Source: an optimization exercise on an open RTL-to-GDS flow (aim: small area, a short achievable clock period and few clock cycles per item). Production flows keep margins and buffers that such runs may drop.
At most, simulation tests tie the RTL to the original design; equivalence was not proved.
The RTL of runs 1 to 4 and 7 was laid out without a check of its function.

==> flow/design.v <==
package bch_pkg;
	localparam logic [63:0] M_A1_63 = 64'h28140a052330180c;  
	localparam logic [63:0] M_R1_63 = 64'h0603201008040201;  
	localparam logic [63:0] M_A3_63 = 64'h092f3c1e0f2c160b;  
	localparam logic [63:0] M_R3_63 = 64'h2e17201008040201;  
	localparam logic [63:0] M_SQ_63 = 64'h00002c0b17100401;  
	localparam logic [63:0] M_LT_63 = 64'h0000141e341c143a;  
	localparam logic [7:0]  L1_63   = 8'h3a;  
	localparam logic [8:0]  M3_63   = 9'h057;
	localparam int          NPOW_63 = 8;  
	localparam logic [63:0] POW_63 = 64'h1f0d2f0911130c01;
	localparam logic [63:0] M_A1_255 = 64'h261387cde8743a1d;  
	localparam logic [63:0] M_R1_255 = 64'h8040201008040201;  
	localparam logic [63:0] M_A3_255 = 64'hfe7f844221abee77;  
	localparam logic [63:0] M_R3_255 = 64'h8040201008040201;  
	localparam logic [63:0] M_SQ_255 = 64'h7f42ab7740100401;  
	localparam logic [63:0] M_LT_255 = 64'hf61002642a242cd6;  
	localparam logic [7:0]  L1_255   = 8'hd6;  
	localparam logic [8:0]  M3_255   = 9'h177;
	localparam int          NPOW_255 = 32;  
	localparam logic [255:0] POW_255 = 256'h1b2cf712c3511c8295e3fce649a84f853b810dd9fefd655f5d466a9d8f4c1d01;
	function automatic logic [7:0] lin(input logic [7:0] x, input logic [63:0] m);
		lin = '0;
		for (int i = 0; i < 8; i++) begin
			if (x[i]) lin = lin ^ m[8*i +: 8];
		end
	endfunction
	function automatic logic [7:0] div_a(input logic is63, input logic [7:0] u);
		if (is63) div_a = {2'b00, u[0], u[5:1]} ^ {7'd0, u[0]};
		else div_a = {u[0], u[7:1]} ^ {4'd0, u[0], u[0], u[0], 1'b0};
	endfunction
	function automatic logic [7:0] div_x3(input logic is63, input logic [7:0] u);
		if (is63) div_x3 = 8'((u[0] ? ({1'b0, u} ^ M3_63) : {1'b0, u}) >> 1);
		else div_x3 = 8'((u[0] ? ({1'b0, u} ^ M3_255) : {1'b0, u}) >> 1);
	endfunction
endpackage
module bch_syndrome (
	input                          clk,
	input                          rstn,
	input                          i_set,
	input  [1:0]                   i_code,
	input  [8-1:0]       i_data,
	output                         o_ready,
	output                         o_valid,
	input                          i_take,
	output logic [7:0]             o_s1,
	output logic [7:0]             o_s3,
	output logic                   o_is63
);
	logic [4:0] cnt_q;
	logic       pend_q;
	logic       busy;
	logic       en;
	logic       last;
	logic [7:0] bits;
	logic [7:0] s1_fb;
	logic [7:0] s3_fb;
	assign busy = (cnt_q != 5'd0);
	assign en = !pend_q || i_take;
	assign o_ready = en;
	assign last = busy && (cnt_q == (o_is63 ? 5'd7 : 5'd31));
	assign o_valid = pend_q;
	always_comb begin
		s1_fb = '0;
		s3_fb = '0;
		if (busy) begin
			if (o_is63) begin
				s1_fb = bch_pkg::lin(o_s1, bch_pkg::M_A1_63);
				s3_fb = bch_pkg::lin(o_s3, bch_pkg::M_A3_63);
			end else begin
				s1_fb = bch_pkg::lin(o_s1, bch_pkg::M_A1_255);
				s3_fb = bch_pkg::lin(o_s3, bch_pkg::M_A3_255);
			end
		end
		bits = {i_data[7] & busy, i_data[6:0]};
	end
	always_ff @(posedge clk or negedge rstn) begin
		if (!rstn) begin
			cnt_q <= '0;
			pend_q <= 1'b0;
		end else begin
			if (en && (i_set || busy)) begin
				cnt_q <= last ? 5'd0 : cnt_q + 5'd1;
			end
			pend_q <= (en && last) || (pend_q && !i_take);
		end
	end
	always_ff @(posedge clk) begin
		if (en) begin
			o_s1 <= s1_fb ^ bits;
			o_s3 <= s3_fb ^ bits;
			if (!busy) begin
				o_is63 <= (i_code == 2'd1);
			end
		end
	end
endmodule
module bch_berlekamp (
	input                          clk,
	input                          rstn,
	input                          i_valid,
	output                         o_take,
	input  [7:0]                   i_s1,
	input  [7:0]                   i_s3,
	input                          i_is63,
	output logic                   o_finish,
	output [8-1:0]        o_odata
);
	typedef enum logic [3:0] {
		ST_IDLE, ST_A, ST_B, ST_C, ST_E1, ST_E2, ST_ADD, ST_SORT, ST_O0, ST_O1
	} st_e;
	st_e        st_q;
	logic [2:0] j_q;
	logic       is63_q;
	logic [7:0] z_q;
	logic [7:0] r_q;
	logic [7:0] a_q;
	logic       sel_q;
	logic       first_q;
	logic       hit;
	logic [4:0] gi;
	logic       zero;
	logic       found;
	logic [7:0] l;
	logic [7:0] z_step;
	logic [7:0] r_sq;
	logic [7:0] r_exp;
	logic       a_bit;
	logic       b_last;
	logic [7:0] y;
	logic [7:0] s1_red;
	logic [7:0] s3_red;
	logic [7:0] add_in;
	logic [8:0] sum;
	logic [7:0] p;
	logic       load;
	bch_chien u_search (
		.i_z    (z_q),
		.i_is63 (is63_q),
		.o_hit  (hit),
		.o_i    (gi)
	);
	assign zero = (z_q == 8'd0);
	assign found = hit || zero;
	assign l = zero ? 8'd255 : {gi, j_q};
	always_comb begin
		if (is63_q) begin
			a_bit = a_q[3'd5 - j_q];
			r_sq = bch_pkg::lin(r_q, bch_pkg::M_SQ_63);
			y = bch_pkg::lin(r_q, bch_pkg::M_LT_63) ^ bch_pkg::L1_63;
			b_last = (j_q == 3'd5);
		end else begin
			a_bit = a_q[3'd7 - j_q];
			r_sq = bch_pkg::lin(r_q, bch_pkg::M_SQ_255);
			y = bch_pkg::lin(r_q, bch_pkg::M_LT_255) ^ bch_pkg::L1_255;
			b_last = (j_q == 3'd7);
		end
		r_exp = a_bit ? bch_pkg::div_x3(is63_q, r_sq) : r_sq;
		z_step = bch_pkg::div_a(is63_q, z_q);
		if (i_is63) begin
			s1_red = bch_pkg::lin(i_s1, bch_pkg::M_R1_63);
			s3_red = bch_pkg::lin(i_s3, bch_pkg::M_R3_63);
		end else begin
			s1_red = i_s1;
			s3_red = i_s3;
		end
	end
	always_comb begin
		add_in = (st_q == ST_E2) ? r_q : z_q;
		sum = {1'b0, a_q} + {1'b0, add_in};
		if (is63_q) begin
			p = (sum >= 9'd63) ? 8'(sum - 9'd63) : sum[7:0];
		end else begin
			p = (sum >= 9'd255) ? 8'(sum - 9'd255) : sum[7:0];
		end
	end
	assign load = (st_q == ST_IDLE || st_q == ST_O1) && i_valid;
	assign o_take = load;
	always_ff @(posedge clk or negedge rstn) begin
		if (!rstn) begin
			st_q <= ST_IDLE;
			o_finish <= 1'b0;
		end else begin
			case (st_q)
				ST_IDLE: if (i_valid) st_q <= ST_A;
				ST_A: begin
					if (zero) st_q <= ST_O0;
					else if (hit) st_q <= ST_B;
				end
				ST_B: if (b_last) st_q <= ST_C;
				ST_C: st_q <= ST_E1;
				ST_E1: if (found) st_q <= ST_E2;
				ST_E2: if (found) st_q <= ST_ADD;
				ST_ADD: st_q <= ST_SORT;
				ST_SORT: st_q <= ST_O0;
				ST_O0: st_q <= ST_O1;
				ST_O1: st_q <= i_valid ? ST_A : ST_IDLE;
				default: st_q <= ST_IDLE;
			endcase
			o_finish <= (st_q == ST_SORT) || (st_q == ST_O0) || (st_q == ST_A && zero);
		end
	end
	always_ff @(posedge clk) begin
		if (load || st_q == ST_C || (st_q == ST_B ? b_last : found)) begin
			j_q <= '0;
		end else begin
			j_q <= j_q + 3'd1;
		end
		first_q <= (st_q == ST_E1);
		if (load) begin
			is63_q <= i_is63;
		end
		if (st_q == ST_A && hit) begin
			a_q <= l;
		end
		case (st_q)
			ST_A: begin
				if (zero) begin
					z_q <= 8'd255;
				end else if (!hit) begin
					z_q <= z_step;
				end
			end
			ST_C: z_q <= y;
			ST_E1: z_q <= found ? (y ^ 8'd1) : z_step;
			ST_E2: z_q <= found ? l : z_step;
			ST_ADD: z_q <= p;
			default: ;
		endcase
		case (st_q)
			ST_A: if (zero) r_q <= 8'd255;
			ST_B: r_q <= r_exp;
			ST_E1: if (found) r_q <= l;
			ST_E2: if (first_q && r_q != 8'd255) r_q <= p;
			default: ;
		endcase
		if (load) begin
			z_q <= s1_red;
			r_q <= s3_red;
		end
		if (st_q == ST_SORT) begin
			sel_q <= !(r_q < z_q);
		end else if (st_q == ST_O0) begin
			sel_q <= !sel_q;
		end
	end
	assign o_odata = sel_q ? z_q : r_q;
endmodule
module bch_chien (
	input  [7:0]                   i_z,
	input                          i_is63,
	output logic                   o_hit,
	output logic [4:0]             o_i
);
	always_comb begin
		o_hit = 1'b0;
		o_i = '0;
		if (i_is63) begin
			for (int i = 0; i < bch_pkg::NPOW_63; i++) begin
				if (i_z == bch_pkg::POW_63[8*i +: 8]) begin
					o_hit = 1'b1;
					o_i = o_i | 5'(i);
				end
			end
		end else begin
			for (int i = 0; i < bch_pkg::NPOW_255; i++) begin
				if (i_z == bch_pkg::POW_255[8*i +: 8]) begin
					o_hit = 1'b1;
					o_i = o_i | 5'(i);
				end
			end
		end
	end
endmodule
module bch_decoder (
	input                      clk,
	input                      rstn,
	input                      i_set,
	input  [1:0]               i_code,
	input  [8-1:0]   i_data,
	output                     o_ready,
	output                     o_finish,
	output [8-1:0]    o_odata
);
	logic       syn_valid;
	logic       syn_take;
	logic [7:0] s1;
	logic [7:0] s3;
	logic       is63;
	bch_syndrome u_syndrome (
		.clk     (clk),
		.rstn    (rstn),
		.i_set   (i_set),
		.i_code  (i_code),
		.i_data  (i_data),
		.o_ready (o_ready),
		.o_valid (syn_valid),
		.i_take  (syn_take),
		.o_s1    (s1),
		.o_s3    (s3),
		.o_is63  (is63)
	);
	bch_berlekamp u_solver (
		.clk      (clk),
		.rstn     (rstn),
		.i_valid  (syn_valid),
		.o_take   (syn_take),
		.i_s1     (s1),
		.i_s3     (s3),
		.i_is63   (is63),
		.o_finish (o_finish),
		.o_odata  (o_odata)
	);
endmodule
==> flow/run.sh <==
#!/bin/bash
# synth_recipe.tcl (not shown) runs the flow's synth.tcl, then flattens the netlist and writes it again
# the make line also repeats each setting of config.mk as NAME=value (left out here)
make -C /OpenROAD-flow-scripts/flow DESIGN_CONFIG=/design/flow/config.mk WORK_HOME=/design/flow/orfs CLKGATE_MAP_FILE= SYNTH_SCRIPT=/design/flow/synth_recipe.tcl finish
==> flow/config.mk <==
export PLATFORM = sky130hd
export DESIGN_NAME = bch_decoder
export DESIGN_NICKNAME = bch_decoder
export VERILOG_FILES = /design/flow/design.v
export SDC_FILE = /design/flow/constraint.sdc
export NUM_CORES = 4
export LEC_CHECK = 0
export ABC_CLOCK_PERIOD_IN_PS = 10000
export CAP_MARGIN = 20
export CORE_MARGIN = 2
export CORE_UTILIZATION = 40
export SETUP_SLACK_MARGIN = 5
export SLEW_MARGIN = 20
==> flow/constraint.sdc <==
create_clock -name core_clock -period 10.0 [get_ports {clk}]
set_input_delay 2.0000 -clock core_clock [delete_from_list [all_inputs] [get_ports {clk}]]
set_output_delay 2.0000 -clock core_clock [all_outputs]
set_load 0.01 [all_outputs]
==> results of run 1 <==
## final cells by class
| type | instances | area share [%] |
|---|---|---|
| multi-input cells | 653 | 62.4 |
| flip-flops and latches | 58 | 23.1 |
| repair buffers | 37 | 4.66 |
| clock buffers | 15 | 4.18 |
| well taps | 216 | 3.78 |
| inverters | 33 | 1.79 |
| clock inverters | 1 | 0.0700 |
## path summary, 6_finish.rpt
kind                                  endpoint             start  depth (start not counted)  slack [ns]
setup reg to reg               u_solver.r_q[4]  u_solver.st_q[1]                         16        5.37
hold reg to reg                u_solver.j_q[0]   u_solver.j_q[0]                          1        0.53
max in group asynchronous     u_solver.st_q[2]              rstn                          1        7.61
setup / recovery                       o_ready  u_solver.st_q[0]                          7        5.36
hold / removal                 u_solver.j_q[0]   u_solver.j_q[0]                          1        0.53
min in group asynchronous  u_syndrome.cnt_q[4]              rstn                          1        2.00
## critical path, stage by stage, from the launching register on
cell and delay (ns):
dfrtp_2 0.55, clkinvlp_4 0.33, nor2_1 0.21, nor4_1 0.08, nor2b_1 0.32, inv_1 0.07, buf_4 0.22, clkdlybuf4s50_1 0.51
## sequential cells by signal, indices dropped and copies added, names as in the netlist, 3 cells and up
register,cells
u_syndrome.o_s3,8
u_solver.z_q,8
u_syndrome.o_s1,8
u_solver.a_q,8
u_solver.r_q,8
u_syndrome.cnt_q,5
u_solver.j_q,3
u_solver.st_q,4
## metrics by stage
step	hold WS (ns)	utilization (%)	instance area, µm²
floorplan	0.463	-	6420
global placement	0.506	42.7	6740
detailed placement	0.519	42.7	6740
CTS	0.526	44.8	7060
global route	0.594	45.3	7150
finish	0.534	45.3	7150
## layout by cell type, fill, tap and decap left out, types with 5 or more instances in the layout
cell / instances
xnor2_1: 82
o22ai_1: 9
nor3_1: 14
ha_1: 28
mux2i_1: 7
inv_1: 30
nor2_1: 63
mux2_2: 13
nand2_1: 80
o21ai_0: 61
a31oi_1: 9
nand3_1: 16
nand4_1: 8
nor4_1: 8
nand2b_1: 8
o211ai_1: 10
dfrtp_1: 8
a32oi_1: 8
clkdlybuf4s50_1: 22
clkbuf_16: 10
a21oi_1: 56
nor2b_1: 14
nor3b_1: 5
or3_1: 7
edfxtp_1: 43
a21o_1: 9
buf_4: 15
and3_1: 10
xor2_1: 33
## cells by family after synthesis
logic type | share of synthesized area [%]
AOI/OAI and AO/OA | 22.2
adders and majority gates | 5.77
and+or+nand+nor | 20.7
xor gates and xnor gates | 15.8
buffers and inverters | 5.67
muxes | 4.07
DFF | 25.7
## layer usage
metal	vias up	routed length, µm	global-route usage [%]
met1	2943	8730	33.3
met3	61	1650	3.66
met4	0	1030	13.5
li1	2881	-	-
met5	-	0	0
met2	346	9380	39.9
## repair_timing
| action | in CTS | in global routing |
|---|---|---|
| buffers inserted | 0 | 6 |
| resized for setup | 3 | 10 |
| gates cloned | 1 | 0 |
| setup endpoints to repair | 16 | 17 |
| pin swaps | 1 | 1 |
| hold endpoints to repair | 0 | 0 |
==> flow_summary.json, run 1 <==
{
  "ys_top_cells_by_area": "edfxtp_1 (20%), xnor2_1 (11%), ha_1 (5.5%)",
  "max-cap-violations": 0,
  "cts_tree": "built",
  "cts_hold_buf": 0,
  "end_kind": "output port",
  "wl_per_cell_um": 20.5,
  "n_fill_cell": 1535,
  "antenna_found_initial": 0,
  "ff_latch_area_um2": 1650,
  "status": "timing/DRC/antenna clean",
  "diodes": 0,
  "clock_latency_ns": 0.34,
  "slew_headroom_pct": 25.3,
  "netlist.area_leader.share_pct": 20.1,
  "fin_ws_ns": 5.36,
  "crit_path_start_kind": "register",
  "ios": 23,
  "routed_wl_mm": 20.8,
  "finish.net_count": 834,
  "hold_path.class": "reg -> reg",
  "drc_errors": 0,
  "critPathMaxFanout": 18,
  "skew_ns": 0.00487,
  "coreArea_um2": 15800,
  "io_buffers": 22,
  "synth_edf_count": 43,
  "synth.distinct_cells": 79,
  "grt_pass1_wl_mm": 32.5,
  "drt-vias-per-instance": 6.15,
  "tns_ns": 0,
  "place_ws_ns": 4.39,
  "design.die.area_um2": 17100,
  "ant_nets": 0,
  "syn_to_final_growth_pct": 11.4,
  "numCtsBuffers": 9,
  "grt_overflow": 0,
  "synth_most_common_cell": "xnor2_1",
  "synth_area_leader_cell": "edfxtp_1",
  "rsz0062_at_grt": "false",
  "die_y_um": 131,
  "ys_seq_area_share_pct": 25.7,
  "layoutNonFillerInstCount": 1013,
  "drt_iter0_markers": 837,
  "drive_above_1_share_pct": 8.66,
  "syn_inst": 803,
  "clock_path_buffers": 2,
  "cts.clk_slew.worst_paths_ns": 0.05,
  "cts.sinks": 58,
  "synthArstFlopShare_pct": 19.0,
  "globalplace.congestion": 0.965,
  "start_util_pct": 40.7,
  "placed_cells": 990,
  "drt_first_pass_iters": 6,
  "synth.net_count": 845,
  "final_max_slew_viol_count": 0,
  "rows": 46,
  "setup_viol": 0,
  "max_slew.worst_pin.slew_ns": 1.12,
  "path_class": "reg -> out",
  "die_w_um": 131,
  "grt_use_total_pct": 25.2,
  "multi_input_area_um2": 4460,
  "syn_avg_cell_area_um2": 7.99,
  "synth_common_cells": "xnor2_1 (82), nand2_1 (80), nor2_1 (64)",
  "yosysWarnings": 3,
  "cp.required_ns": 8.00,
  "clock-root-buffer": "clkbuf_16",
  "worst_ep_arrival_time_ns": 2.64,
  "htreeDepth": 3,
  "grt_pass1_vias": 5931,
  "dp_hpwl_mm": 15.2,
  "fmax_mhz": 216,
  "grt_max_degree": 44,
  "min_period_over_period_pct": 46.4,
  "hold_viol_final": 0,
  "vias": 6231,
  "ys_seq_elements": 58,
  "ys.flop_type": "edfxtp_1",
  "min_period_ns": 4.64,
  "netlist_area_um2": 6420
}
==> run 2, diff against run 1 <==
--- a/flow/config.mk
+++ b/flow/config.mk
@@ -5,7 +5,7 @@
 export SDC_FILE = /design/flow/constraint.sdc
 export NUM_CORES = 4
 export LEC_CHECK = 0
-export ABC_CLOCK_PERIOD_IN_PS = 10000
+export ABC_CLOCK_PERIOD_IN_PS = 3000
 export CAP_MARGIN = 20
 export CORE_MARGIN = 2
 export CORE_UTILIZATION = 40
==> run 2 against run 1 <==
Core utilization is the same. Largest cell class unchanged. Wire length is the same. Critical path type unchanged. Clock skew is the same. Register-to-register slack is essentially flat. Design area is the same. Highest routed layer unchanged. Area after synthesis is the same. Worst hold slack is the same.
==> flow_summary.json, run 2 <==
{
  "coreArea_um2": 15800,
  "end_kind": "output port",
  "synth_edf_count": 43,
  "crit_path_start_kind": "register",
  "yosysWarnings": 3,
  "synthArstFlopShare_pct": 19.0,
  "layout_common_cells": "xnor2_1 (82), nand2_1 (80), nor2_1 (63), o21ai_0 (61), a21oi_1 (56)",
  "drc_errors": 0,
  "cts_tree": "built",
  "syn_avg_cell_area_um2": 7.99,
  "max-cap-violations": 0,
  "grt_use_total_pct": 25.2,
  "fin_util_pct": 45.3,
  "io_buffers": 22,
  "skew_ns": 0.00487,
  "clock-root-buffer": "clkbuf_16",
  "fmax_mhz": 216,
  "vias": 6231,
  "drt_iter0_markers": 837,
  "hold_viol_final": 0,
  "max_stage_delay_ns": 0.55,
  "path_cells": "clkinvlp_4 -> nor2_1 -> nor4_1 -> nor2b_1 -> inv_1 -> buf_4 -> clkdlybuf4s50_1",
  "rows": 46,
  "status": "timing/DRC/antenna clean",
  "numCtsBuffers": 9,
  "multi_input_area_um2": 4460,
  "die_w_um": 131,
  "cp.required_ns": 8.00,
  "min_period_over_period_pct": 46.4,
  "use_met2_pct": 39.9,
  "design.die.area_um2": 17100,
  "clock_latency_ns": 0.34,
  "grt_pass1_wl_mm": 32.5,
  "crit_slowest_cell": "dfrtp_2",
  "cts_hold_buf": 0,
  "worst_ep_arrival_time_ns": 2.64,
  "ant_nets": 0,
  "globalplace.congestion": 0.965,
  "grt_use_met1_pct": 33.3,
  "synth_area_leader_cell": "edfxtp_1",
  "grt_pass1_vias": 5931,
  "synth.distinct_cells": 79,
  "tns_ns": 0,
  "n_fill_cell": 1535,
  "layoutNonFillerInstCount": 1013,
  "ys.flop_type": "edfxtp_1",
  "setup_viol": 0,
  "syn_to_final_growth_pct": 11.4,
  "path_class": "reg -> out",
  "final_max_slew_viol_count": 0,
  "ys_seq_elements": 58,
  "min_period_ns": 4.64,
  "grt_overflow": 0,
  "ff_latch_area_um2": 1650,
  "finish.net_count": 834,
  "placed_cells": 990,
  "diodes": 0,
  "top_usage_layer": "met2",
  "grt_use_met3_pct": 3.66,
  "cts.clk_slew.worst_paths_ns": 0.05,
  "hold_path.class": "reg -> reg",
  "dp_hpwl_mm": 15.2,
  "drt_first_pass_iters": 6,
  "synth_most_common_cell": "xnor2_1",
  "max_slew.worst_pin.slew_ns": 1.12,
  "rsz0062_at_grt": "false",
  "drt-vias-per-instance": 6.15,
  "netlist_area_um2": 6420,
  "synth.net_count": 845,
  "syn_inst": 803,
  "die_y_um": 131,
  "cts.sinks": 58,
  "place_ws_ns": 4.39,
  "grt_max_degree": 44,
  "ys_top_cells_by_area": "edfxtp_1 (20%), xnor2_1 (11%), ha_1 (5.5%)",
  "wl_per_cell_um": 20.5,
  "drive_above_1_share_pct": 8.66,
  "clock_path_buffers": 2,
  "start_util_pct": 40.7,
  "routed_wl_mm": 20.8,
  "netlist.area_leader.share_pct": 20.1,
  "synth_common_cells": "xnor2_1 (82), nand2_1 (80), nor2_1 (64)",
  "antenna_found_initial": 0,
  "slew_headroom_pct": 25.3,
  "ys_seq_area_share_pct": 25.7,
  "critPathMaxFanout": 18,
  "htreeDepth": 3,
  "ios": 23,
  "final_common_cell": "xnor2_1",
  "fin_ws_ns": 5.36
}
run 2: cell counts after synthesis:
No cell type changed its count.
run 2: critical path, delay by kind of cell, from the launching register on:
kind,cells,cell delay (ns)
DFF,1,0.55
and+or+nand+nor,3,0.61
buffers and inverters,4,1.13
run 2: logic make-up (layout without fill, tap and decap cells):
| logic type | Yosys count | count (layout) | share of synthesized area (%) |
|---|---|---|---|
| AO/OA/AOI/OAI | 220 | 220 | 22.2 |
| XOR/XNOR | 116 | 116 | 15.8 |
| adder cells (fa/ha/maj) | 29 | 29 | 5.77 |
| buffers and inverters | 93 | 86 | 5.67 |
| flip-flops | 58 | 58 | 25.7 |
| multiplexers | 22 | 22 | 4.07 |
| AND/OR/NAND/NOR | 265 | 266 | 20.7 |
run 2: area by class of cell:
type                       instances  share of cell area [%]
timing repair buffer              37                    4.66
multi-input combinational        653                    62.4
clock buffer                      15                    4.18
tap                              216                    3.78
sequential                        58                    23.1
inverter                          33                    1.79
clock inverter                     1                  0.0700
run 2: worst paths after layout:
| check | from | to | slack (ns) | cells past startpoint |
|---|---|---|---|---|
| min in group asynchronous | rstn | u_syndrome.cnt_q[4] | 2.00 | 1 |
| worst max register to register | u_solver.st_q[1] | u_solver.r_q[4] | 5.37 | 16 |
| worst max-delay path | u_solver.st_q[0] | o_ready | 5.36 | 7 |
| worst min register to register | u_solver.j_q[0] | u_solver.j_q[0] | 0.53 | 1 |
| max in group asynchronous | rstn | u_solver.st_q[2] | 7.61 | 1 |
| worst min-delay path | u_solver.j_q[0] | u_solver.j_q[0] | 0.53 | 1 |
run 2: timing repair:
action,in CTS,in global routing
setup endpoints to repair,16,17
gates cloned,1,0
resized for setup,3,10
pin swaps,1,1
setup buffers,0,6
run 2: routing by layer:
layer  up-vias  share of wire, %  routed length, µm
met5         -                 0                  0
met4         0               4.9               1030
met3        61               7.9               1650
met2       346                45               9380
met1      2943                42               8730
li1       2881                 -                  -
run 2: per-stage QoR:
step / cell area (µm²) / hold WS, ns
finish: 7150 / 0.534
global route: 7150 / 0.594
CTS: 7060 / 0.526
detailed placement: 6740 / 0.519
global placement: 6740 / 0.506
floorplan: 6420 / 0.463
==> run 3, diff against run 2 <==
==> flow/flow/run.sh (new file) <==
#!/bin/bash
# Standard layout, with timing repair aiming for 7 ns of setup slack at the
# 10 ns clock, so the paths are optimised for a shorter achieved period.
set -euo pipefail
bash standard.sh SETUP_SLACK_MARGIN=7 finish > make_finish.log 2>&1
==> flow/standard.sh (new file) <==
#!/bin/bash
# synth_recipe.tcl (not shown) runs the flow's synth.tcl, then flattens the netlist and writes it again
# the make line also repeats each setting of config.mk as NAME=value (left out here)
make -C /OpenROAD-flow-scripts/flow DESIGN_CONFIG=/design/flow/config.mk WORK_HOME=/design/flow/orfs CLKGATE_MAP_FILE= SYNTH_SCRIPT=/design/flow/synth_recipe.tcl "${@:-finish}"
--- a/flow/config.mk
+++ b/flow/config.mk
@@ -5,9 +5,7 @@
 export SDC_FILE = /design/flow/constraint.sdc
 export NUM_CORES = 4
 export LEC_CHECK = 0
-export ABC_CLOCK_PERIOD_IN_PS = 3000
 export CAP_MARGIN = 20
 export CORE_MARGIN = 2
 export CORE_UTILIZATION = 40
-export SETUP_SLACK_MARGIN = 5
 export SLEW_MARGIN = 20
removed: flow/run.sh
==> run 3 against run 2 <==
Final cell count increased by 8.2%. First-iteration DRC count is 4.1% higher. Sequential share of layout area is 3.3 points lower. Largest cell class unchanged. Still clean on timing, DRC and antenna.
==> flow_summary.json, run 3 <==
{
  "min_period_ns": 3.91,
  "max-cap-violations": 0,
  "dp_hpwl_mm": 15.0,
  "max_stage_delay_ns": 0.40,
  "die_y_um": 131,
  "clock_path_buffers": 2,
  "netlist.area_leader.share_pct": 20.1,
  "layout_common_cells": "xnor2_1 (81), nand2_1 (78), buf_4 (76), nor2_1 (58), a21oi_1 (51)",
  "cts.sinks": 58,
  "synth.net_count": 845,
  "antenna_found_initial": 1,
  "max_slew.worst_pin.slew_ns": 0.980,
  "syn_to_final_growth_pct": 29.8,
  "worst_ep_arrival_time_ns": 3.99,
  "start_util_pct": 40.7,
  "ios": 23,
  "setup_viol": 0,
  "cts_tree": "built",
  "die_w_um": 131,
  "clock-root-buffer": "clkbuf_16",
  "grt_pass1_wl_mm": 35.6,
  "min_period_over_period_pct": 39.1,
  "fmax_mhz": 256,
  "wl_per_cell_um": 20.9,
  "hold_path.class": "reg -> reg",
  "synth.distinct_cells": 79,
  "crit_slowest_cell": "dfrtp_2",
  "rows": 46,
  "ys_top_cells_by_area": "edfxtp_1 (20%), xnor2_1 (11%), ha_1 (5.5%)",
  "synth_common_cells": "xnor2_1 (82), nand2_1 (80), nor2_1 (64)",
  "crit_path_start_kind": "register",
  "skew_ns": 0.00520,
  "drt_iter0_markers": 871,
  "cp.required_ns": 10.07,
  "path_class": "reg -> reg",
  "syn_inst": 803,
  "finish.net_count": 916,
  "cts.clk_slew.worst_paths_ns": 0.05,
  "design.die.area_um2": 17100,
  "placed_cells": 985,
  "synth_most_common_cell": "xnor2_1",
  "ys_seq_area_share_pct": 25.7,
  "clock_latency_ns": 0.34,
  "ys.flop_type": "edfxtp_1",
  "globalplace.congestion": 0.990,
  "netlist_area_um2": 6420,
  "grt_pass1_vias": 6477,
  "grt_use_total_pct": 27.4,
  "hold_viol_final": 0,
  "grt_max_degree": 44,
  "yosysWarnings": 3,
  "path_cells": "nand2b_4 -> or2_4 -> nor2_4 -> nand2_1 -> o21ai_1 -> ha_2 -> inv_2 -> fa_2 -> buf_4 -> xor2_2 -> nor3_2 -> buf_4 -> nand3_1 -> a311oi_2 -> buf_4 -> nor2_4 -> o31a_1 -> o21ai_2 -> a31oi_1",
  "htreeDepth": 3,
  "drc_errors": 0,
  "status": "timing/DRC/antenna clean",
  "synth_edf_count": 43,
  "drt_first_pass_iters": 6,
  "grt_overflow": 0,
  "coreArea_um2": 15800,
  "cpMostUsedCell": "buf_4",
  "ys_seq_elements": 58,
  "final_common_cell": "xnor2_1",
  "tns_ns": 0,
  "io_buffers": 22,
  "drive_above_1_share_pct": 25.1,
  "numCtsBuffers": 9,
  "ant_nets": 0,
  "synth_area_leader_cell": "edfxtp_1",
  "routed_wl_mm": 23.0,
  "final_max_slew_viol_count": 0,
  "synthArstFlopShare_pct": 19.0,
  "layoutNonFillerInstCount": 1096,
  "drt-vias-per-instance": 6.11,
  "end_kind": "register",
  "cts_hold_buf": 0,
  "rsz0062_at_grt": "true",
  "slew_headroom_pct": 33.7,
  "critPathMaxFanout": 5,
  "syn_avg_cell_area_um2": 7.99,
  "vias": 6701
}
## run 3: cell counts after synthesis
No cell type changed its count.
## run 3: final timing paths
check                      cells after the start  slack, ns             start          endpoint
max                                           19       6.09  u_solver.st_q[3]   u_solver.z_q[4]
min                                            1       0.53   u_solver.j_q[0]   u_solver.j_q[0]
max reg2reg                                   19       6.09  u_solver.st_q[3]   u_solver.z_q[4]
min reg2reg                                    1       0.53   u_solver.j_q[0]   u_solver.j_q[0]
max in group asynchronous                      1       7.62              rstn  u_solver.st_q[2]
min in group asynchronous                      1       2.00              rstn  u_solver.st_q[0]
## run 3: kinds of logic after synthesis
family | count (synthesis) | synth area share (%)
compound gates | 220 | 22.2
xor+xnor | 116 | 15.8
fa+ha+maj | 29 | 5.77
buf+inv | 93 | 5.67
flops | 58 | 25.7
mux | 22 | 4.07
simple gates | 265 | 20.7
## run 3: timing repair
action / 4_1_cts / 5_1_grt
setup endpoints to repair: 56 / 55
gates resized for setup: 97 / 42
cloned: 2 / 0
endpoints found under the hold margin: 0 / 0
buffers inserted: 76 / 16
pin swaps: 36 / 21
## run 3: stage by stage
stage | utilization (%) | worst slack [ns] | area, µm² | hold WS, ns
4_1_cts | 50.8 | 6.16 | 8010 | 0.524
6_report | 52.8 | 6.09 | 8330 | 0.525
2_1_floorplan | - | 6.11 | 6670 | 0.463
5_1_grt | 52.8 | 5.96 | 8320 | 0.566
3_3_place_gp | 43.5 | 5.53 | 6860 | 0.498
3_5_place_dp | 43.5 | 5.44 | 6860 | 0.515
## run 3: worst max-delay path, delay by kind of cell (launching register included)
kind / cells / cell delay [ns]
AO/OA/AOI/OAI: 5 / 0.95
flip-flops: 1 / 0.40
buffers and inverters: 4 / 0.53
XOR/XNOR: 1 / 0.19
AND/OR/NAND/NOR: 7 / 1.03
adder cells (fa/ha/maj): 2 / 0.55
## run 3: final cells by class
| type | count | area (µm²) |
|---|---|---|
| Sequential cell | 58 | 1650 |
| Timing Repair Buffer | 118 | 1070 |
| Antenna cell | 1 | 2.50 |
| Inverter | 33 | 146 |
| Multi-Input combinational cell | 654 | 4920 |
| Tap cell | 216 | 270 |
| Clock buffer | 15 | 258 |
| Clock inverter | 1 | 5.00 |
| Fill cell | 1433 | 7440 |
## run 3: routing by layer
layer	routed length (µm)	vias to the layer above	GRT usage, %
met4	962	0	11.8
met2	10300	400	43.5
met1	9360	3175	35.3
met3	2290	79	7.21
li1	-	3047	-
met5	0	-	0
==> run 4, diff against run 3 <==
==> flow/flow/run.sh (replaced) <==
#!/bin/bash
# Standard layout, with timing repair aiming for 6 ns of setup slack at the
# 10 ns clock, so the paths are optimised for a shorter achieved period.
set -euo pipefail
bash standard.sh SETUP_SLACK_MARGIN=6 finish > make_finish.log 2>&1
==> run 4 against run 3 <==
Area after synthesis is the same. First-iteration DRC count fell by 12%. Still clean. Die area unchanged. Highest routed layer unchanged. Worst hold slack about the same. Largest cell class unchanged. Register-to-register slack got worse by 0.18 ns.
==> flow_summary.json, run 4 <==
{
  "hold_path.class": "reg -> reg",
  "cp.required_ns": 10.08,
  "cts.sinks": 58,
  "drt_first_pass_iters": 5,
  "worst_ep_arrival_time_ns": 4.16,
  "r2r_slack_ns": 5.91,
  "netlist_area_um2": 6420,
  "design.die.area_um2": 17100,
  "critPathMaxFanout": 6,
  "rsz0062_at_grt": "true",
  "layout_common_cells": "xnor2_1 (80), nand2_1 (79), nor2_1 (58), a21oi_1 (53), o21ai_0 (52)",
  "finish.net_count": 869,
  "die_y_um": 131,
  "crit_path_start_kind": "register",
  "drc_errors": 0,
  "syn_inst": 803,
  "multi_input_area_um2": 4700,
  "drive_above_1_share_pct": 16.7,
  "grt_overflow": 0,
  "slew_headroom_pct": 29.6,
  "place_ws_ns": 5.17,
  "drt_iter0_markers": 765,
  "grt_pass1_wl_mm": 33.0,
  "syn_avg_cell_area_um2": 7.99,
  "fin_ws_ns": 5.91,
  "crit_slowest_cell": "dfrtp_2",
  "synthArstFlopShare_pct": 19.0,
  "ys_seq_elements": 58,
  "start_util_pct": 40.7,
  "die_w_um": 131,
  "synth.distinct_cells": 79,
  "ys_top_cells_by_area": "edfxtp_1 (20%), xnor2_1 (11%), ha_1 (5.5%)",
  "r2r_start": "u_solver.st_q[3]",
  "max_slew.worst_pin.slew_ns": 1.04,
  "max-cap-violations": 0,
  "synth_common_cells": "xnor2_1 (82), nand2_1 (80), nor2_1 (64)",
  "synth_most_common_cell": "xnor2_1",
  "clock_latency_ns": 0.34,
  "cts.clk_slew.worst_paths_ns": 0.05,
  "final_max_slew_viol_count": 0,
  "ff_latch_area_um2": 1650,
  "path_cells": "nand2b_4 -> or2_4 -> nor2_4 -> nand2_1 -> o21ai_2 -> ha_2 -> inv_2 -> fa_2 -> nand2b_4 -> a2111oi_4 -> a211o_1 -> a41oi_2 -> a311oi_4 -> nor2_4 -> o31a_1 -> o21ai_2 -> a31oi_1",
  "ios": 23,
  "antenna_found_initial": 0,
  "end_kind": "register",
  "final_common_cell": "xnor2_1",
  "grt_use_total_pct": 25.3,
  "fmax_mhz": 245,
  "cp_num_buf_inv": 1,
  "grt_pass1_vias": 5949,
  "netlist.area_leader.share_pct": 20.1,
  "fin_area_um2": 7650,
  "numCtsBuffers": 9,
  "critPathTopFamily": "compound AO/OA/AOI/OAI gates",
  "coreArea_um2": 15800,
  "skew_ns": 0.0106,
  "synth.net_count": 845,
  "place_area_um2": 6790,
  "startpoint": "u_solver.st_q[3]",
  "r2r_end": "u_solver.z_q[4]",
  "globalplace.congestion": 0.981,
  "vias": 6430,
  "synth_edf_count": 43,
  "drt-vias-per-instance": 6.14,
  "path_class": "reg -> reg",
  "ant_nets": 0,
  "grt_max_degree": 33,
  "setup_viol": 0,
  "diodes": 0,
  "clock-root-buffer": "clkbuf_16",
  "routed_wl_mm": 21.6,
  "ys.flop_type": "edfxtp_1",
  "yosysWarnings": 3,
  "min_period_over_period_pct": 40.9,
  "ys_seq_area_share_pct": 25.7,
  "tns_ns": 0,
  "htreeDepth": 3,
  "hold_viol_final": 0,
  "rows": 46,
  "cts_tree": "built",
  "holdWs_ns": 0.525,
  "critical_path_depth": 17,
  "critPathCapture": "u_solver.z_q[4]",
  "status": "timing/DRC/antenna clean",
  "dp_hpwl_mm": 14.9,
  "r2r_cells": 17,
  "n_fill_cell": 1528,
  "wl_per_cell_um": 20.6,
  "syn_to_final_growth_pct": 19.2,
  "io_buffers": 22,
  "min_period_ns": 4.09,
  "synth_area_leader_cell": "edfxtp_1",
  "clock_path_buffers": 2,
  "max_stage_delay_ns": 0.43
}
==> run 4: cell count changes in the layout (fill, tap and decap cells not counted), sizes merged, moves of 4 or more <==
cell and delta:
clkinvlp +4, clkbuf -4, buf -56, clkdlybuf4s50 +9
==> run 4: repair_timing <==
action	in CTS	in global routing
pin swaps	6	28
hold buffers	0	0
buffers inserted	19	23
endpoints found under the setup margin	26	26
cloned	2	0
gates resized for setup	19	40
endpoints found under the hold margin	0	0
==> run 4: final cells by class <==
class | count | area share, %
clock buffer | 11 | 3.17
inverter | 33 | 1.73
timing repair buffer | 71 | 7.86
clock inverter | 5 | 0.703
multi-input combinational | 654 | 61.4
sequential | 58 | 21.6
tap | 216 | 3.53
==> run 4: layer usage <==
metal	routed length (µm)	vias to the layer above	GRT usage (%)	part of all wire, %
met4	679	0	9.26	3.1
met2	9790	337	39.8	45
met1	9280	3082	34.9	43
li1	-	2950	-	-
met3	1840	61	4.48	8.5
met5	0	-	0	0
==> run 4: worst min path at each step <==
stage                                   start                   to  slack [ns]  depth (start not counted)
after floorplan               u_solver.j_q[0]      u_solver.j_q[0]        0.46                          1
after global placement    u_syndrome.cnt_q[4]  u_syndrome.cnt_q[4]        0.50                          1
after detailed placement  u_syndrome.cnt_q[4]  u_syndrome.cnt_q[4]        0.51                          1
after CTS                 u_syndrome.cnt_q[4]  u_syndrome.cnt_q[4]        0.52                          1
after global routing          u_solver.j_q[0]      u_solver.j_q[0]        0.56                          1
final                     u_syndrome.cnt_q[4]  u_syndrome.cnt_q[4]        0.53                          1
==> run 4: through the flow <==
| step | cells | util, % |
|---|---|---|
| CTS | 1025 | 46.3 |
| global placement | 988 | 43.0 |
| floorplan | 803 | - |
| finish | 1048 | 48.5 |
| global route | 1048 | 48.5 |
| detailed placement | 988 | 43.0 |
==> run 4: cell families (layout without fill, tap and decap cells) <==
group,Yosys count,after routing,synth area share [%]
XOR/XNOR,116,116,15.8
AND/OR/NAND/NOR,265,267,20.7
multiplexers,22,22,4.07
buffers and inverters,93,120,5.67
adder cells (fa/ha/maj),29,29,5.77
AO/OA/AOI/OAI,220,220,22.2
flip-flops,58,58,25.7
==> run 5, diff against run 4 <==
--- a/flow/design.v
+++ b/flow/design.v
@@ -19,6 +19,7 @@
 	localparam logic [8:0]  M3_255   = 9'h177;
 	localparam int          NPOW_255 = 32;  
 	localparam logic [255:0] POW_255 = 256'h1b2cf712c3511c8295e3fce649a84f853b810dd9fefd655f5d466a9d8f4c1d01;
+	localparam int Q63 = 8;
 	function automatic logic [7:0] lin(input logic [7:0] x, input logic [63:0] m);
 		lin = '0;
 		for (int i = 0; i < 8; i++) begin
@@ -106,10 +107,7 @@
 	output logic                   o_finish,
 	output [8-1:0]        o_odata
 );
-	typedef enum logic [3:0] {
-		ST_IDLE, ST_A, ST_B, ST_C, ST_E1, ST_E2, ST_ADD, ST_SORT, ST_O0, ST_O1
-	} st_e;
-	st_e        st_q;
+	logic       s_idle, s_a, s_b, s_c, s_e1, s_e2, s_add, s_sort, s_o0, s_o1;
 	logic [2:0] j_q;
 	logic       is63_q;
 	logic [7:0] z_q;
@@ -131,7 +129,8 @@
 	logic [7:0] s1_red;
 	logic [7:0] s3_red;
 	logic [7:0] add_in;
-	logic [8:0] sum;
+	logic [8:0] sum0;
+	logic [8:0] sum1;
 	logic [7:0] p;
 	logic       load;
 	bch_chien u_search (
@@ -142,7 +141,15 @@
 	);
 	assign zero = (z_q == 8'd0);
 	assign found = hit || zero;
-	assign l = zero ? 8'd255 : {gi, j_q};
+	always_comb begin
+		if (zero) begin
+			l = 8'd255;
+		end else if (is63_q && bch_pkg::Q63 == 2) begin
+			l = {2'b00, gi, j_q[0]};
+		end else begin
+			l = {gi, j_q};
+		end
+	end
 	always_comb begin
 		if (is63_q) begin
 			a_bit = a_q[3'd5 - j_q];
@@ -166,81 +173,86 @@
 		end
 	end
 	always_comb begin
-		add_in = (st_q == ST_E2) ? r_q : z_q;
-		sum = {1'b0, a_q} + {1'b0, add_in};
+		add_in = first_q ? r_q : z_q;
+		sum0 = {1'b0, a_q} + {1'b0, add_in};
+		sum1 = {1'b0, a_q} + {1'b0, add_in} + 9'd1;
 		if (is63_q) begin
-			p = (sum >= 9'd63) ? 8'(sum - 9'd63) : sum[7:0];
+			p = sum1[6] ? {2'b00, sum1[5:0]} : sum0[7:0];
 		end else begin
-			p = (sum >= 9'd255) ? 8'(sum - 9'd255) : sum[7:0];
+			p = sum1[8] ? sum1[7:0] : sum0[7:0];
 		end
 	end
-	assign load = (st_q == ST_IDLE || st_q == ST_O1) && i_valid;
+	assign load = (s_idle || s_o1) && i_valid;
 	assign o_take = load;
 	always_ff @(posedge clk or negedge rstn) begin
 		if (!rstn) begin
-			st_q <= ST_IDLE;
+			s_idle <= 1'b1;
+			s_a <= 1'b0;
+			s_b <= 1'b0;
+			s_c <= 1'b0;
+			s_e1 <= 1'b0;
+			s_e2 <= 1'b0;
+			s_add <= 1'b0;
+			s_sort <= 1'b0;
+			s_o0 <= 1'b0;
+			s_o1 <= 1'b0;
 			o_finish <= 1'b0;
 		end else begin
-			case (st_q)
-				ST_IDLE: if (i_valid) st_q <= ST_A;
-				ST_A: begin
-					if (zero) st_q <= ST_O0;
-					else if (hit) st_q <= ST_B;
-				end
-				ST_B: if (b_last) st_q <= ST_C;
-				ST_C: st_q <= ST_E1;
-				ST_E1: if (found) st_q <= ST_E2;
-				ST_E2: if (found) st_q <= ST_ADD;
-				ST_ADD: st_q <= ST_SORT;
-				ST_SORT: st_q <= ST_O0;
-				ST_O0: st_q <= ST_O1;
-				ST_O1: st_q <= i_valid ? ST_A : ST_IDLE;
-				default: st_q <= ST_IDLE;
-			endcase
-			o_finish <= (st_q == ST_SORT) || (st_q == ST_O0) || (st_q == ST_A && zero);
+			s_idle <= (s_idle || s_o1) && !i_valid;
+			s_a <= load || (s_a && !found);
+			s_b <= (s_a && hit && !zero) || (s_b && !b_last);
+			s_c <= s_b && b_last;
+			s_e1 <= s_c || (s_e1 && !found);
+			s_e2 <= (s_e1 && found) || (s_e2 && !found);
+			s_add <= s_e2 && found;
+			s_sort <= s_add;
+			s_o0 <= s_sort || (s_a && zero);
+			s_o1 <= s_o0;
+			o_finish <= s_sort || (s_a && zero) || s_o0;
 		end
 	end
 	always_ff @(posedge clk) begin
-		if (load || st_q == ST_C || (st_q == ST_B ? b_last : found)) begin
+		if (load || s_c || (s_b ? b_last : found)) begin
 			j_q <= '0;
 		end else begin
 			j_q <= j_q + 3'd1;
 		end
-		first_q <= (st_q == ST_E1);
+		first_q <= s_e1 && found;
 		if (load) begin
 			is63_q <= i_is63;
 		end
-		if (st_q == ST_A && hit) begin
+		if (s_a && hit) begin
 			a_q <= l;
 		end
-		case (st_q)
-			ST_A: begin
-				if (zero) begin
-					z_q <= 8'd255;
-				end else if (!hit) begin
-					z_q <= z_step;
-				end
-			end
-			ST_C: z_q <= y;
-			ST_E1: z_q <= found ? (y ^ 8'd1) : z_step;
-			ST_E2: z_q <= found ? l : z_step;
-			ST_ADD: z_q <= p;
-			default: ;
-		endcase
-		case (st_q)
-			ST_A: if (zero) r_q <= 8'd255;
-			ST_B: r_q <= r_exp;
-			ST_E1: if (found) r_q <= l;
-			ST_E2: if (first_q && r_q != 8'd255) r_q <= p;
-			default: ;
-		endcase
 		if (load) begin
 			z_q <= s1_red;
+		end else if (s_a && zero) begin
+			z_q <= 8'd255;
+		end else if ((s_a || s_e1 || s_e2) && !found) begin
+			z_q <= z_step;
+		end else if (s_c) begin
+			z_q <= y;
+		end else if (s_e1) begin
+			z_q <= y ^ 8'd1;
+		end else if (s_e2) begin
+			z_q <= l;
+		end else if (s_add) begin
+			z_q <= p;
+		end
+		if (load) begin
 			r_q <= s3_red;
+		end else if (s_a && zero) begin
+			r_q <= 8'd255;
+		end else if (s_b) begin
+			r_q <= r_exp;
+		end else if (s_e1 && found) begin
+			r_q <= l;
+		end else if (first_q && r_q != 8'd255) begin
+			r_q <= p;
 		end
-		if (st_q == ST_SORT) begin
+		if (s_sort) begin
 			sel_q <= !(r_q < z_q);
-		end else if (st_q == ST_O0) begin
+		end else if (s_o0) begin
 			sel_q <= !sel_q;
 		end
 	end
==> flow/flow/run.sh (replaced) <==
#!/bin/bash
# Standard layout, with timing repair aiming for 7 ns of setup slack at the
# 10 ns clock, so the paths are optimised for a shorter achieved period.
set -euo pipefail
bash standard.sh SETUP_SLACK_MARGIN=7 finish > make_finish.log 2>&1
==> run 5 against run 4 <==
Non-clock buffer count is 21 higher. Worst hold slack worse by 0.15 ns. Sequential share of layout area is 0.71 points higher. Area after synthesis is 0.31% higher. Highest routed layer unchanged. Maximum frequency is 12% higher. Global-route usage is 0.55 points higher. Critical endpoint is now u_solver.z_q[5]. Core utilization is 2.5 points higher. Synthesized cell count is 4.9% lower. Critical path type unchanged.
==> flow_summary.json, run 5 <==
{
  "status": "timing/DRC/antenna clean",
  "synth-simple-area-share_pct": 19.6,
  "fin_area_um2": 8070,
  "globalplace.congestion": 0.988,
  "wl_per_cell_um": 20.9,
  "syn_inst": 764,
  "cts_tree": "built",
  "multi_input_area_um2": 4740,
  "final_common_cell": "xnor2_1",
  "drt_first_pass_iters": 5,
  "final_max_slew_viol_count": 0,
  "clock-root-buffer": "clkbuf_16",
  "synth-compound-area-share_pct": 20.3,
  "ios": 23,
  "synth_common_cells": "xnor2_1 (76), nand2_1 (70), nor2_1 (62)",
  "coreArea_um2": 15800,
  "grt_pass1_wl_mm": 33.6,
  "start_util_pct": 40.7,
  "ys_seq_elements": 64,
  "critPathMaxFanout": 7,
  "drt-vias-per-instance": 5.95,
  "cp.required_ns": 10.09,
  "routed_wl_mm": 21.5,
  "crit_path_start_kind": "register",
  "netlist.area_leader.share_pct": 20.1,
  "fin_ws_ns": 6.34,
  "vias": 6130,
  "syn_to_final_growth_pct": 25.4,
  "hold_viol_final": 0,
  "ys_top_cells_by_area": "edfxtp_1 (20%), xnor2_1 (10%), dfrtp_1 (6.2%)",
  "slew_headroom_pct": 31.3,
  "fin_util_pct": 51.0,
  "worst_ep_arrival_time_ns": 3.75,
  "skew_ns": 0.00749,
  "synth_most_common_cell": "xnor2_1",
  "antenna_found_initial": 0,
  "max-cap-violations": 0,
  "setup_viol": 0,
  "synth.net_count": 807,
  "numCtsBuffers": 9,
  "synth_edf_count": 43,
  "path_class": "reg -> reg",
  "synthMuxAreaShare_pct": 5.31,
  "synth_area_leader_cell": "edfxtp_1",
  "place_area_um2": 6930,
  "syn_avg_cell_area_um2": 8.43,
  "grt_overflow": 0,
  "max_slew.worst_pin.slew_ns": 1.02,
  "cts.clk_slew.worst_paths_ns": 0.06,
  "grt_pass1_vias": 6033,
  "rows": 46,
  "synth_top_family_by_area": "compound AO/OA/AOI/OAI gates",
  "ant_nets": 0,
  "min_period_over_period_pct": 36.6,
  "drc_errors": 0,
  "htreeDepth": 3,
  "fmax_mhz": 274,
  "die_w_um": 131,
  "n_fill_cell": 1467,
  "min_period_ns": 3.66,
  "place_ws_ns": 5.54,
  "diodes": 0,
  "die_y_um": 131,
  "finish.net_count": 853,
  "ys.flop_type": "edfxtp_1",
  "netlist_area_um2": 6440,
  "dp_hpwl_mm": 14.3,
  "hold_path.class": "reg -> reg",
  "cts.sinks": 64,
  "synthAdderAreaFrac_pct": 5.95,
  "clock_latency_ns": 0.34,
  "design.die.area_um2": 17100,
  "end_kind": "register",
  "rsz0062_at_grt": "true",
  "clock_path_buffers": 2,
  "drt_iter0_markers": 478,
  "synth.distinct_cells": 79,
  "yosysWarnings": 3,
  "grt_max_degree": 34,
  "grt_use_total_pct": 25.8,
  "io_buffers": 22,
  "layout_common_cells": "xnor2_1 (75), nand2_1 (66), nor2_1 (57), buf_4 (48), edfxtp_1 (43)",
  "synthXorXnorAreaFrac_pct": 15.7,
  "ff_latch_area_um2": 1800,
  "ys_seq_area_share_pct": 27.9,
  "synthArstFlopShare_pct": 26.6,
  "drive_above_1_share_pct": 22.9,
  "tns_ns": 0
}
## run 5: cell count changes after synthesis, sizes merged, moves of 6 or more
cell   delta
nand2    -11
a31oi     +6
o21ai    -14
xnor2     -6
a21oi    -17
mux2i     +8
## run 5: metal layers
metal / vias to the layer above / GRT usage [%] / routed length, µm
li1: 2838 / - / -
met4: 0 / 10.9 / 873
met3: 61 / 3.95 / 1510
met1: 2967 / 33.4 / 9000
met2: 264 / 43.2 / 10200
met5: - / 0 / 0
## run 5: what timing repair did
action,4_1_cts,5_1_grt
hold buffers,0,0
setup buffers,49,16
gates cloned,1,0
pin swaps,23,21
gates resized for setup,76,44
endpoints found under the setup margin,61,60
endpoints found under the hold margin,0,0
## run 5: cell type report
cell class | instances | share of cell area (%)
Multi-Input combinational cell | 617 | 58.7
Sequential cell | 64 | 22.3
Timing Repair Buffer | 92 | 10.4
Tap cell | 216 | 3.35
Clock buffer | 9 | 2.79
Inverter | 26 | 1.33
Clock inverter | 7 | 1.07
## run 5: worst paths after layout
path | end | startpoint | cells after the start | slack, ns
max in group asynchronous | u_solver.o_finish | rstn | 1 | 7.29
worst min-delay path | u_solver.s_o1 | u_solver.s_o0 | 0 | 0.38
worst max-delay path | u_solver.z_q[5] | u_solver.r_q[0] | 16 | 6.34
worst min register to register | u_solver.s_o1 | u_solver.s_o0 | 0 | 0.38
worst max register to register | u_solver.z_q[5] | u_solver.r_q[0] | 16 | 6.34
min in group asynchronous | u_solver.s_add | rstn | 1 | 2.16
## run 5: worst max-delay path, stage by stage (launching register included)
cell      delay [ns]
edfxtp_1        0.38
buf_6           0.14
nand2_2         0.06
o21ai_2         0.06
ha_2            0.21
fa_2            0.38
a211oi_4        0.38
buf_4           0.18
o21ba_4         0.15
nor4_4          0.06
and2_4          0.18
ha_4            0.29
nand2_4         0.07
o21ai_4         0.13
mux2_4          0.34
and3_4          0.17
o31a_1          0.22
## run 5: cell families after synthesis
kind of cell,Yosys count
AO/OA/AOI/OAI,195
XOR/XNOR,114
multiplexers,30
buffers and inverters,84
AND/OR/NAND/NOR,247
flip-flops,64
adder cells (fa/ha/maj),30
## run 5: stage by stage
stage	hold WS [ns]	std cells
global route	0.391	1031
CTS	0.386	1015
floorplan	0.346	764
detailed placement	0.371	949
finish	0.377	1031
global placement	0.364	949
Testbench counts of run 5, summed over its fixed seeds: cycles 14,717, frames 512.
==> run 6, diff against run 5 <==
==> flow/flow/run.sh (replaced) <==
#!/bin/bash
# Standard layout, with timing repair aiming for 6 ns of setup slack at the
# 10 ns clock, so the paths are optimised for a shorter achieved period.
set -euo pipefail
bash standard.sh SETUP_SLACK_MARGIN=6 finish > make_finish.log 2>&1
==> run 6 against run 5 <==
Still clean. Area after synthesis did not move. Non-clock buffer count is 35 lower. Setup slack lost 0.27 ns. Via count down 5.1%. Design area fell by 8.7%. Core utilization fell by 4.4 points. Critical endpoint unchanged.
==> flow_summary.json, run 6 <==
{
  "clock-root-buffer": "clkbuf_16",
  "skew_ns": 0.00998,
  "coreArea_um2": 15800,
  "netlist_area_um2": 6440,
  "critPathTopFamily": "adder cells",
  "fin_ws_ns": 6.08,
  "hold_path.class": "reg -> reg",
  "grt_max_degree": 43,
  "dp_hpwl_mm": 13.7,
  "start_util_pct": 40.7,
  "die_w_um": 131,
  "synthArstFlopShare_pct": 26.6,
  "ys_seq_elements": 64,
  "synth_common_cells": "xnor2_1 (76), nand2_1 (70), nor2_1 (62)",
  "place_ws_ns": 5.55,
  "drt_first_pass_iters": 5,
  "grt_pass1_wl_mm": 30.4,
  "ios": 23,
  "crit_slowest_cell": "fa_2",
  "cts_tree": "built",
  "syn_to_final_growth_pct": 14.4,
  "drt_iter0_markers": 716,
  "critPathMaxFanout": 6,
  "final_max_slew_viol_count": 0,
  "path_class": "reg -> reg",
  "ys.flop_type": "edfxtp_1",
  "syn_inst": 764,
  "htreeDepth": 3,
  "path_cells": "inv_2 -> o21ai_0 -> ha_2 -> fa_2 -> ha_4 -> o211ai_1 -> nor4_4 -> nand4_2 -> xor2_2 -> o21ai_4 -> mux2_1 -> and3_1 -> o31a_1",
  "end_kind": "register",
  "finish.net_count": 817,
  "rows": 46,
  "ys_seq_area_share_pct": 27.9,
  "max_slew.worst_pin.slew_ns": 1.03,
  "ant_nets": 0,
  "layout_common_cells": "xnor2_1 (76), nand2_1 (69), nor2_1 (61), edfxtp_1 (43), o21ai_0 (40)",
  "clock_path_buffers": 2,
  "min_period_over_period_pct": 39.2,
  "numCtsBuffers": 9,
  "synth.net_count": 807,
  "slew_headroom_pct": 30.5,
  "vias": 5816,
  "yosysWarnings": 3,
  "globalplace.congestion": 0.926,
  "netlist.area_leader.share_pct": 20.1,
  "grt_overflow": 0,
  "status": "timing/DRC/antenna clean",
  "ys_top_cells_by_area": "edfxtp_1 (20%), xnor2_1 (10%), dfrtp_1 (6.2%)",
  "clock_latency_ns": 0.34,
  "max-cap-violations": 0,
  "min_period_ns": 3.92,
  "drt-vias-per-instance": 5.85,
  "cp_num_buf_inv": 1,
  "antenna_found_initial": 0,
  "setup_viol": 0,
  "fin_area_um2": 7370,
  "max_stage_delay_ns": 0.59,
  "synth_most_common_cell": "xnor2_1",
  "grt_use_total_pct": 23.0,
  "fin_util_pct": 46.5,
  "hold_viol_final": 0,
  "place_area_um2": 6760,
  "design.die.area_um2": 17100,
  "io_buffers": 22,
  "cp.required_ns": 10.08,
  "crit_path_start_kind": "register",
  "cts.sinks": 64,
  "synth_area_leader_cell": "edfxtp_1",
  "synth_edf_count": 43,
  "fmax_mhz": 255,
  "syn_avg_cell_area_um2": 8.43,
  "worst_ep_arrival_time_ns": 4.00,
  "diodes": 0,
  "cts.clk_slew.worst_paths_ns": 0.06,
  "cts_hold_buf": 0,
  "grt_pass1_vias": 5584,
  "drc_errors": 0,
  "routed_wl_mm": 19.2,
  "final_common_cell": "xnor2_1",
  "drive_above_1_share_pct": 12.1,
  "tns_ns": 0,
  "synth.distinct_cells": 79,
  "die_y_um": 131,
  "n_fill_cell": 1539,
  "wl_per_cell_um": 19.3,
  "rsz0062_at_grt": "true"
}
run 6: path summary, 6_finish.rpt:
check | startpoint | end | slack [ns] | cells past startpoint
hold reg to reg | u_solver.s_o0 | u_solver.s_o1 | 0.39 | 0
setup reg to reg | u_solver.z_q[0] | u_solver.z_q[5] | 6.08 | 13
hold / removal | u_solver.s_o0 | u_solver.s_o1 | 0.39 | 0
max in group asynchronous | rstn | u_solver.o_finish | 7.20 | 1
min in group asynchronous | rstn | u_syndrome.cnt_q[1] | 2.20 | 1
setup / recovery | u_solver.z_q[0] | u_solver.z_q[5] | 6.08 | 13
run 6: stage by stage:
stage | hold slack, ns | std cells
after floorplan | 0.346 | 764
after global placement | 0.366 | 952
after detailed placement | 0.360 | 952
after CTS | 0.388 | 980
after global routing | 0.409 | 995
final | 0.386 | 995
run 6: metal layers:
layer	global-route usage [%]	vias up	share of wire, %
li1	-	2774	-
met1	30.9	2721	43
met2	38.3	268	46
met3	3.05	53	7.5
met4	8.07	0	3.6
met5	0	-	0
run 6: kinds of logic (layout without fill, tap and decap cells):
logic type	after synthesis	count (layout)	share of synthesized area [%]
multiplexers	30	30	5.31
AO/OA/AOI/OAI	195	195	20.3
adder cells (fa/ha/maj)	30	30	5.95
XOR/XNOR	114	114	15.7
flip-flops	64	64	27.9
buffers and inverters	84	99	5.13
AND/OR/NAND/NOR	247	247	19.6
run 6: timing repair:
action,in CTS,in global routing
pin swaps,3,4
endpoints found under the setup margin,18,23
resized for setup,8,16
buffers inserted,12,15
run 6: layout make-up:
| cell class | count | area, µm² | share of cell area [%] |
|---|---|---|---|
| Multi-Input combinational cell | 616 | 4380 | 59.5 |
| Sequential cell | 64 | 1800 | 24.5 |
| Timing Repair Buffer | 57 | 490 | 6.66 |
| Clock buffer | 14 | 287 | 3.89 |
| Tap cell | 216 | 270 | 3.67 |
| Inverter | 26 | 101 | 1.38 |
| Clock inverter | 2 | 35.0 | 0.476 |
==> run 7, diff against run 6 <==
--- a/flow/design.v
+++ b/flow/design.v
@@ -183,6 +183,16 @@
 		end
 	end
 	assign load = (s_idle || s_o1) && i_valid;
+	logic [7:0] z_d;
+	logic [7:0] r_d;
+	always_comb begin
+		z_d = ({8{load}} & s1_red) | ({8{s_c}} & y) | ({8{s_add}} & p);
+		if (s_a) z_d = z_d | (zero ? 8'd255 : z_step);
+		if (s_e1) z_d = z_d | (found ? (y ^ 8'd1) : z_step);
+		if (s_e2) z_d = z_d | (found ? l : z_step);
+		r_d = ({8{load}} & s3_red) | ({8{s_a}}) | ({8{s_b}} & r_exp) | ({8{first_q}} & p);
+		if (s_e1) r_d = l;
+	end
 	assign o_take = load;
 	always_ff @(posedge clk or negedge rstn) begin
 		if (!rstn) begin
@@ -224,31 +234,11 @@
 		if (s_a && hit) begin
 			a_q <= l;
 		end
-		if (load) begin
-			z_q <= s1_red;
-		end else if (s_a && zero) begin
-			z_q <= 8'd255;
-		end else if ((s_a || s_e1 || s_e2) && !found) begin
-			z_q <= z_step;
-		end else if (s_c) begin
-			z_q <= y;
-		end else if (s_e1) begin
-			z_q <= y ^ 8'd1;
-		end else if (s_e2) begin
-			z_q <= l;
-		end else if (s_add) begin
-			z_q <= p;
+		if (load || s_a || s_c || s_e1 || s_e2 || s_add) begin
+			z_q <= z_d;
 		end
-		if (load) begin
-			r_q <= s3_red;
-		end else if (s_a && zero) begin
-			r_q <= 8'd255;
-		end else if (s_b) begin
-			r_q <= r_exp;
-		end else if (s_e1 && found) begin
-			r_q <= l;
-		end else if (first_q && r_q != 8'd255) begin
-			r_q <= p;
+		if (load || (s_a && zero) || s_b || (s_e1 && found) || (first_q && r_q != 8'd255)) begin
+			r_q <= r_d;
 		end
 		if (s_sort) begin
 			sel_q <= !(r_q < z_q);
==> run 7 against run 6 <==
Design area increased by 1.2%. Wire length up 12%. Setup slack worse by 0.021 ns. Core utilization shrank 1.1 points.
==> flow_summary.json, run 7 <==
{
  "ys.flop_type": "edfxtp_1",
  "hold_viol_final": 0,
  "wl_per_cell_um": 21.6,
  "worstHoldStart": "u_solver.s_o0",
  "design.die.area_um2": 17700,
  "cts.sinks": 64,
  "cp.required_ns": 8.00,
  "finish.net_count": 816,
  "syn_to_final_growth_pct": 12.1,
  "drive_above_1_share_pct": 12.1,
  "max_slew.worst_pin.slew_ns": 1.11,
  "clock-root-buffer": "clkbuf_16",
  "ant_nets": 0,
  "grt_pass1_wl_mm": 33.2,
  "hold_path.class": "reg -> reg",
  "rsz0062_at_grt": "true",
  "synth.distinct_cells": 93,
  "antenna_found_initial": 0,
  "grt_max_degree": 44,
  "tns_ns": 0,
  "drt-vias-per-instance": 6.20,
  "grt_use_met3_pct": 3.83,
  "top_usage_layer": "met2",
  "cts_tree": "built",
  "dp_hpwl_mm": 15.2,
  "final_max_slew_viol_count": 0,
  "grt_use_met1_pct": 30.6,
  "crit_slowest_cell": "edfxtp_1",
  "rows": 47,
  "critPathMaxFanout": 11,
  "diodes": 0,
  "synth_edf_count": 43,
  "final_common_cell": "xnor2_1",
  "vias": 6189,
  "start_util_pct": 40.5,
  "r2r_start": "u_solver.z_q[0]",
  "synthArstFlopShare_pct": 26.6,
  "synth_most_common_cell": "xnor2_1",
  "drt_first_pass_iters": 6,
  "htreeDepth": 3,
  "numCtsBuffers": 9,
  "clock_latency_ns": 0.34,
  "min_period_over_period_pct": 39.4,
  "ys_seq_elements": 64,
  "max_stage_delay_ns": 0.77,
  "netlist_area_um2": 6650,
  "use_met2_pct": 40.2,
  "setup_viol": 0,
  "worst_ep_arrival_time_ns": 1.94,
  "yosysWarnings": 3,
  "ios": 23,
  "status": "timing/DRC/antenna clean",
  "min_period_ns": 3.94,
  "path_cells": "mux2_2 -> clkdlybuf4s50_1",
  "n_fill_cell": 1546,
  "io_buffers": 22,
  "grt_pass1_vias": 5901,
  "die_y_um": 133,
  "startpoint": "u_solver.r_q[7]",
  "fmax_mhz": 254,
  "syn_inst": 770,
  "place_ws_ns": 5.37,
  "netlist.area_leader.share_pct": 19.4,
  "synth_area_leader_cell": "edfxtp_1"
}
## run 7: per-layer routing
metal	vias to the layer above	wire length [µm]	part of all wire, %
li1	2828	-	-
met1	2939	8730	41
met2	333	10100	47
met3	89	1610	7.5
met4	0	1060	4.9
met5	-	0	0
## run 7: path summary, 6_finish.rpt
| kind | to | slack, ns | cells past startpoint |
|---|---|---|---|
| worst max-delay path | o_odata[7] | 6.06 | 2 |
| worst min-delay path | u_solver.s_o1 | 0.37 | 0 |
| worst max register to register | u_solver.z_q[2] | 6.07 | 13 |
| worst min register to register | u_solver.s_o1 | 0.37 | 0 |
| max in group asynchronous | u_solver.s_b | 7.36 | 1 |
| min in group asynchronous | u_syndrome.cnt_q[1] | 2.13 | 1 |
## run 7: repair_timing
item                       in CTS  in global routing
setup endpoints to repair      19                 12
hold buffers                    0                  0
pin swaps                       0                  3
buffers inserted               14                 12
resized for setup              10                  9
## run 7: cells by family (layout without fill, tap and decap cells)
logic type	Yosys count	count (layout)	synth area share, %
and+or+nand+nor	250	250	19.9
AOI/OAI and AO/OA	186	186	19.5
xor gates and xnor gates	122	122	16.8
buffers and inverters	88	96	5.74
DFF	64	64	27.0
adders and majority gates	30	30	5.76
muxes	30	30	5.30
## run 7: final cells by class
cell class | count | area (µm²) | area share, %
Clock buffer | 10 | 229 | 3.07
Clock inverter | 6 | 68.8 | 0.923
Inverter | 28 | 105 | 1.41
Multi-Input combinational cell | 618 | 4530 | 60.8
Sequential cell | 64 | 1800 | 24.2
Tap cell | 220 | 275 | 3.69
Timing Repair Buffer | 52 | 445 | 5.97
## run 7: stage by stage
| step | utilization [%] | hold WS (ns) | std cells | instance area, µm² |
|---|---|---|---|---|
| 2_1_floorplan | - | 0.346 | 770 | 6650 |
| 3_3_place_gp | 42.1 | 0.362 | 956 | 6900 |
| 3_5_place_dp | 42.1 | 0.370 | 956 | 6900 |
| 4_1_cts | 44.7 | 0.378 | 986 | 7330 |
| 5_1_grt | 45.5 | 0.384 | 998 | 7460 |
| 6_report | 45.5 | 0.373 | 998 | 7460 |
## run 7: worst max-delay path: cells and delay by family (launching register included)
| family | cells | cell delay (ns) |
|---|---|---|
| muxes | 1 | 0.28 |
| DFF | 1 | 0.77 |
| buffers and inverters | 1 | 0.55 |

[re-timing with driven ports]
How much do the figures lean on ideal ports? The routed layouts below were timed once more, with nothing changed but the port constraints.
Step 1 (the two cells are an assumption about what drives the block):
set clk [get_ports {clk}]
set_driving_cell -lib_cell sky130_fd_sc_hd__clkbuf_16 $clk
set_driving_cell -lib_cell sky130_fd_sc_hd__buf_2 [delete_from_list [all_inputs] $clk]
Step 2 also shifts input and output timing later by t, the mid clock arrival at the registers, as if the neighbouring blocks saw the same clock.
Slacks: ideal / step 1 / step 2; pairs: ideal / step 1.
| run | t (ns) | setup WS [ns] | latest minus earliest clock arrival (ns) | worst register clock-pin slew, ns | worst data-port slew with drivers (ns) |
|---|---|---|---|---|---|
| run 1 | 0.381 | 5.364 / 5.324 / 5.366 | 0.005 / 0.005 | 0.05 / 0.05 | 0.04 |
| run 2 | 0.381 | 5.364 / 5.324 / 5.366 | 0.005 / 0.005 | 0.05 / 0.05 | 0.04 |
| run 3 | 0.380 | 6.088 / 6.088 / 6.088 | 0.005 / 0.006 | 0.05 / 0.05 | 0.04 |
| run 4 | 0.380 | 5.912 / 5.912 / 5.912 | 0.011 / 0.011 | 0.06 / 0.06 | 0.03 |
| run 5 | 0.370 | 6.344 / 6.344 / 6.344 | 0.007 / 0.008 | 0.06 / 0.06 | 0.03 |
| run 6 | 0.369 | 6.078 / 6.078 / 6.078 | 0.010 / 0.010 | 0.06 / 0.06 | 0.03 |
| run 7 | 0.377 | 6.057 / 6.018 / 6.065 | 0.004 / 0.004 | 0.06 / 0.06 | 0.03 |
After both steps every run listed still meets setup and hold.
